What follows belongs to an exercise in optimizing a design on an open flow for small area and a short achievable clock period; a production flow would make more cautious choices.
Function was checked by simulation only, so behaviour that the tests miss may differ from the original.

==> run a: inputs <==
## osm_txq
module osm_txq (
  input  logic        sys_clk,
  input  logic        sys_rst,
  input  logic [63:0] npi_data,
  input  logic        npi_valid,
  input  logic        npi_last,
  input  logic        npi_rem,
  output logic        npi_rdy,
  output logic [31:0] tx_data,
  output logic        tx_valid,
  output logic        tx_last,
  input  logic        tx_ready,
  input  logic        tx_flush,
  output logic        txq_ovf,
  output logic [31:0] osm_txq2dbg
);
  logic [6:0]  occQ;
  logic [7:0]  wrHiQ, wrLoQ;
  logic [63:0] headSelQ;    
  logic [63:0] nextSelQ;    
  logic [63:0] wrRowQ;      
  logic [7:0]  wrHiNxt, wrLoNxt;
  logic [63:0] headSel;     
  logic [63:0] nextSel;     
  logic        phaseQ, headLastQ, headRemQ;
  logic        ovfQ, npiRdyQ, txValidQ, txLastQ;
  logic [31:0] txDataQ;
  logic        full, occ1, wrEn, xfer, headPair, popSel, popEn;
  logic        inc, dec, wrRem;
  logic [63:0] wrRow;
  logic [31:0] headHi;
  logic [33:0] nextLo;
  logic [6:0]  occNxt;
  logic        phaseOut;
  logic        hLastNxt, hRemNxt;
  logic [31:0] dataNxt;
  assign full     = occQ[6];
  assign occ1     = (occQ == 7'd1);
  assign wrEn     = npi_valid & ~full & ~tx_flush;
  assign xfer     = txValidQ & tx_ready;
  assign headPair = headRemQ;    
  assign popSel   = phaseQ | headPair;
  assign popEn    = xfer & popSel & ~tx_flush;
  assign inc      = wrEn & ~popEn;
  assign dec      = popEn & ~wrEn;
  assign wrRem    = npi_last & npi_rem;
  assign headSel = headSelQ;
  assign nextSel = nextSelQ;
  assign wrRow = wrRowQ;
  logic [65:0] mem [0:63];
  always_ff @(posedge sys_clk) begin
    for (int i = 0; i < 64; i++) begin
      if (wrRow[i]) begin
        mem[i] <= {wrRem, npi_last, npi_data};
      end
    end
  end
  for (genvar b = 0; b < 32; b++) begin : g_hi
    logic [63:0] col;
    for (genvar i = 0; i < 64; i++) begin : g_c
      assign col[i] = mem[i][32+b];
    end
    osm_txq_sel64 u_sel (.sel(headSel), .d(col), .y(headHi[b]));
  end
  for (genvar b = 0; b < 34; b++) begin : g_lo
    logic [63:0] col;
    for (genvar i = 0; i < 64; i++) begin : g_c
      assign col[i] = (b < 32) ? mem[i][b] : mem[i][b+32];
    end
    osm_txq_sel64 u_sel (.sel(nextSel), .d(col), .y(nextLo[b]));
  end
  always_comb begin
  ...
clock: 5.5 ns
lec_check: 0
cap_margin: 20
core_margin: 2
core_utilization: 65
cts_cluster_diameter: 60
cts_cluster_size: 30
setup_slack_margin: 2.9
slew_margin: 20
synth_hierarchical: 1
synth_memory_max_bits: 8192
tns_end_percent: 20
standard.sh (not shown) runs the stock make flow with config.mk's settings and CLKGATE_MAP_FILE= SYNTH_SCRIPT=/design/flow/synth_recipe.tcl, a recipe that flattens the netlist after the stock synthesis.
==> flow/flow/run.sh <==
#!/bin/bash
# Layout flow: the standard ORFS flow (standard synthesis unchanged),
# except that the input and output ports get sky130 buf_4 port buffers
# instead of the delay-cell buffers buffer_ports picks by default.
# make's full output goes to flow_make.log in the work folder; each ORFS
# step also keeps its own log under orfs/logs/.
set -euo pipefail
cd "$(dirname "$0")/.."
export BUFFER_PORTS_ARGS="-buffer_cell sky130_fd_sc_hd__buf_4"
bash standard.sh finish > flow_make.log 2>&1
==> run b: changes against run a <==
--- a/flow/design.v
+++ b/flow/design.v
@@ -76,11 +76,10 @@
   output logic [31:0] osm_txq2dbg
 );
   logic [6:0]  occQ;
   logic [7:0]  wrHiQ, wrLoQ;
   logic [63:0] headSelQ;    
-  logic [63:0] nextSelQ;    
   logic [63:0] wrRowQ;      
   logic [7:0]  wrHiNxt, wrLoNxt;
   logic [63:0] headSel;     
   logic [63:0] nextSel;     
   logic        phaseQ, headLastQ, headRemQ;
@@ -104,11 +103,11 @@
   assign popEn    = xfer & popSel & ~tx_flush;
   assign inc      = wrEn & ~popEn;
   assign dec      = popEn & ~wrEn;
   assign wrRem    = npi_last & npi_rem;
   assign headSel = headSelQ;
-  assign nextSel = nextSelQ;
+  assign nextSel = {headSelQ[62:0], headSelQ[63]};
   assign wrRow = wrRowQ;
   logic [65:0] mem [0:63];
   always_ff @(posedge sys_clk) begin
     for (int i = 0; i < 64; i++) begin
       if (wrRow[i]) begin
@@ -161,10 +160,11 @@
   osm_txq_ao21 u_hr (.a1(selN), .a2(nextLo[33]), .c(remOth),    .y(hRemNxt));
   osm_txq_ao21 u_tl (.a1(selN), .a2(nextLo[33]), .c(txLastOth), .y(txLastNxt));
   always_ff @(posedge sys_clk) begin
     headLastQ <= hLastNxt;
     headRemQ  <= hRemNxt;
+    txDataQ   <= dataNxt;
   end
   always_comb begin
     wrHiNxt = wrHiQ;
     wrLoNxt = wrLoQ;
     if (tx_flush) begin
@@ -187,30 +187,26 @@
   always_ff @(posedge sys_clk or posedge sys_rst) begin
     if (sys_rst) begin
       wrHiQ    <= 8'd1;
       wrLoQ    <= 8'd1;
       headSelQ <= 64'd1;
-      nextSelQ <= 64'd2;
       occQ     <= 7'd0;
       phaseQ   <= 1'b0;
       ovfQ     <= 1'b0;
       npiRdyQ  <= 1'b0;
       txValidQ <= 1'b0;
       txLastQ  <= 1'b0;
-      txDataQ  <= 32'd0;
     end else begin
       wrHiQ <= wrHiNxt;
       wrLoQ <= wrLoNxt;
       headSelQ <= tx_flush ? 64'd1 : popEn ? {headSelQ[62:0], headSelQ[63]} : headSelQ;
-      nextSelQ <= tx_flush ? 64'd2 : popEn ? {nextSelQ[62:0], nextSelQ[63]} : nextSelQ;
       occQ     <= occNxt;
       phaseQ   <= phaseOut & ~tx_flush;
       ovfQ     <= ovfQ | (npi_valid & full & ~tx_flush);
       npiRdyQ  <= tx_flush | (inc ? (occQ <= 7'd31) : dec ? (occQ <= 7'd33) : (occQ <= 7'd32));
       txValidQ <= ~tx_flush & (npi_valid & ~full | txValidQ & ~(popEn & occ1));
       txLastQ  <= txLastNxt;
-      txDataQ  <= dataNxt;
     end
   end
   always_comb begin
     osm_txq2dbg      = 32'd0;
     osm_txq2dbg[6:0] = occQ;
CTS_CLUSTER_SIZE = 25   (was 30)
TNS_END_PERCENT = 5   (was 20)
==> run c: changes against run a <==
--- a/flow/design.v
+++ b/flow/design.v
@@ -75,12 +75,11 @@
   output logic        txq_ovf,
   output logic [31:0] osm_txq2dbg
 );
   logic [6:0]  occQ;
   logic [7:0]  wrHiQ, wrLoQ;
-  logic [63:0] headSelQ;    
-  logic [63:0] nextSelQ;    
+  logic [7:0]  rdHiQ, rdLoQ;
   logic [63:0] wrRowQ;      
   logic [7:0]  wrHiNxt, wrLoNxt;
   logic [63:0] headSel;     
   logic [63:0] nextSel;     
   logic        phaseQ, headLastQ, headRemQ;
@@ -103,12 +102,16 @@
   assign popSel   = phaseQ | headPair;
   assign popEn    = xfer & popSel & ~tx_flush;
   assign inc      = wrEn & ~popEn;
   assign dec      = popEn & ~wrEn;
   assign wrRem    = npi_last & npi_rem;
-  assign headSel = headSelQ;
-  assign nextSel = nextSelQ;
+  always_comb begin
+    for (int i = 0; i < 64; i++) begin
+      headSel[i] = rdHiQ[i/8] & rdLoQ[i%8];
+      nextSel[i] = rdHiQ[((i+63)%64)/8] & rdLoQ[(i+63)%8];
+    end
+  end
   assign wrRow = wrRowQ;
   logic [65:0] mem [0:63];
   always_ff @(posedge sys_clk) begin
     for (int i = 0; i < 64; i++) begin
       if (wrRow[i]) begin
@@ -186,24 +189,31 @@
   end
   always_ff @(posedge sys_clk or posedge sys_rst) begin
     if (sys_rst) begin
       wrHiQ    <= 8'd1;
       wrLoQ    <= 8'd1;
-      headSelQ <= 64'd1;
-      nextSelQ <= 64'd2;
+      rdHiQ    <= 8'd1;
+      rdLoQ    <= 8'd1;
       occQ     <= 7'd0;
       phaseQ   <= 1'b0;
       ovfQ     <= 1'b0;
       npiRdyQ  <= 1'b0;
       txValidQ <= 1'b0;
       txLastQ  <= 1'b0;
       txDataQ  <= 32'd0;
     end else begin
       wrHiQ <= wrHiNxt;
       wrLoQ <= wrLoNxt;
-      headSelQ <= tx_flush ? 64'd1 : popEn ? {headSelQ[62:0], headSelQ[63]} : headSelQ;
-      nextSelQ <= tx_flush ? 64'd2 : popEn ? {nextSelQ[62:0], nextSelQ[63]} : nextSelQ;
+      if (tx_flush) begin
+        rdHiQ <= 8'd1;
+        rdLoQ <= 8'd1;
+      end else begin
+        if (popEn) begin
+          rdLoQ <= {rdLoQ[6:0], rdLoQ[7]};
+          if (rdLoQ[7]) rdHiQ <= {rdHiQ[6:0], rdHiQ[7]};
+        end
+      end
       occQ     <= occNxt;
       phaseQ   <= phaseOut & ~tx_flush;
       ovfQ     <= ovfQ | (npi_valid & full & ~tx_flush);
       npiRdyQ  <= tx_flush | (inc ? (occQ <= 7'd31) : dec ? (occQ <= 7'd33) : (occQ <= 7'd32));
       txValidQ <= ~tx_flush & (npi_valid & ~full | txValidQ & ~(popEn & occ1));
==> flow_metrics.tcl <==
set metrics [dict create \
    num_vias 91958 \
    use_met1_pct 58.9 \
    cts_setup_buffers 68 \
    cp-endpoint "txDataQ[25]" \
    p_sw_mw 11.6 \
    dieArea_sq_um 242000 \
    status "complete, no violations" \
    path_max_fanout 33 \
    synth-compound-area-share_pct 10.9 \
    ir_worst_vdd_uv 376 \
]
The numbers above come from run b.

==> flow_metrics.tcl <==
set metrics [dict create \
    status "complete, no violations" \
    use_met1_pct 58.4 \
    ir_worst_vdd_uv 457 \
    cts_setup_buffers 122 \
    p_sw_mw 12.4 \
    dieArea_sq_um 241000 \
    path_max_fanout 44 \
    num_vias 90387 \
]
The numbers above come from run c.

==> flow_metrics.tcl <==
set metrics [dict create \
    cts_setup_buffers 13 \
    cp-endpoint "txDataQ[29]" \
    status "complete, no violations" \
    p_sw_mw 12.7 \
    dieArea_sq_um 246000 \
    path_max_fanout 21 \
    ir_worst_vdd_uv 406 \
    intPower_mw 46.0 \
    synth-compound-area-share_pct 11.0 \
]
The numbers above come from run a.

## separate check: timing with driven ports
No port has a modelled driver above. Below, the same layouts with a new extraction and two added sets of constraints.
Step 1, drivers: a clkbuf_16 drives sys_clk and a buf_2 each remaining input, both assumed.
Step 2 moves the port delays by t, midway between the first and last clock arrival at a register: inputs arrive t later, outputs are due t later. That takes back most of the time a late clock gives input paths.
a / b / c = ideal ports / drivers / drivers and shift; a / b = the first two.
| run | shift t [ns] | slack for setup (ns) | hold WS [ns] | clock arrival spread, ns |
|---|---|---|---|---|
| run a | 1.029 | 2.705 / 2.634 / 2.086 | 0.492 / 0.423 / 0.535 | 0.053 / 0.052 |
| run b | 1.022 | 2.683 / 2.659 / 1.928 | 0.139 / 0.068 / 0.549 | 0.046 / 0.047 |
| run c | 1.006 | 2.611 / 2.550 / 2.032 | 0.339 / 0.268 / 0.578 | 0.045 / 0.045 |
After both steps every run listed still meets setup and hold. For run b, which loses most, drivers alone change the setup slack by -0.024 ns; drivers and shift together by -0.755 ns.
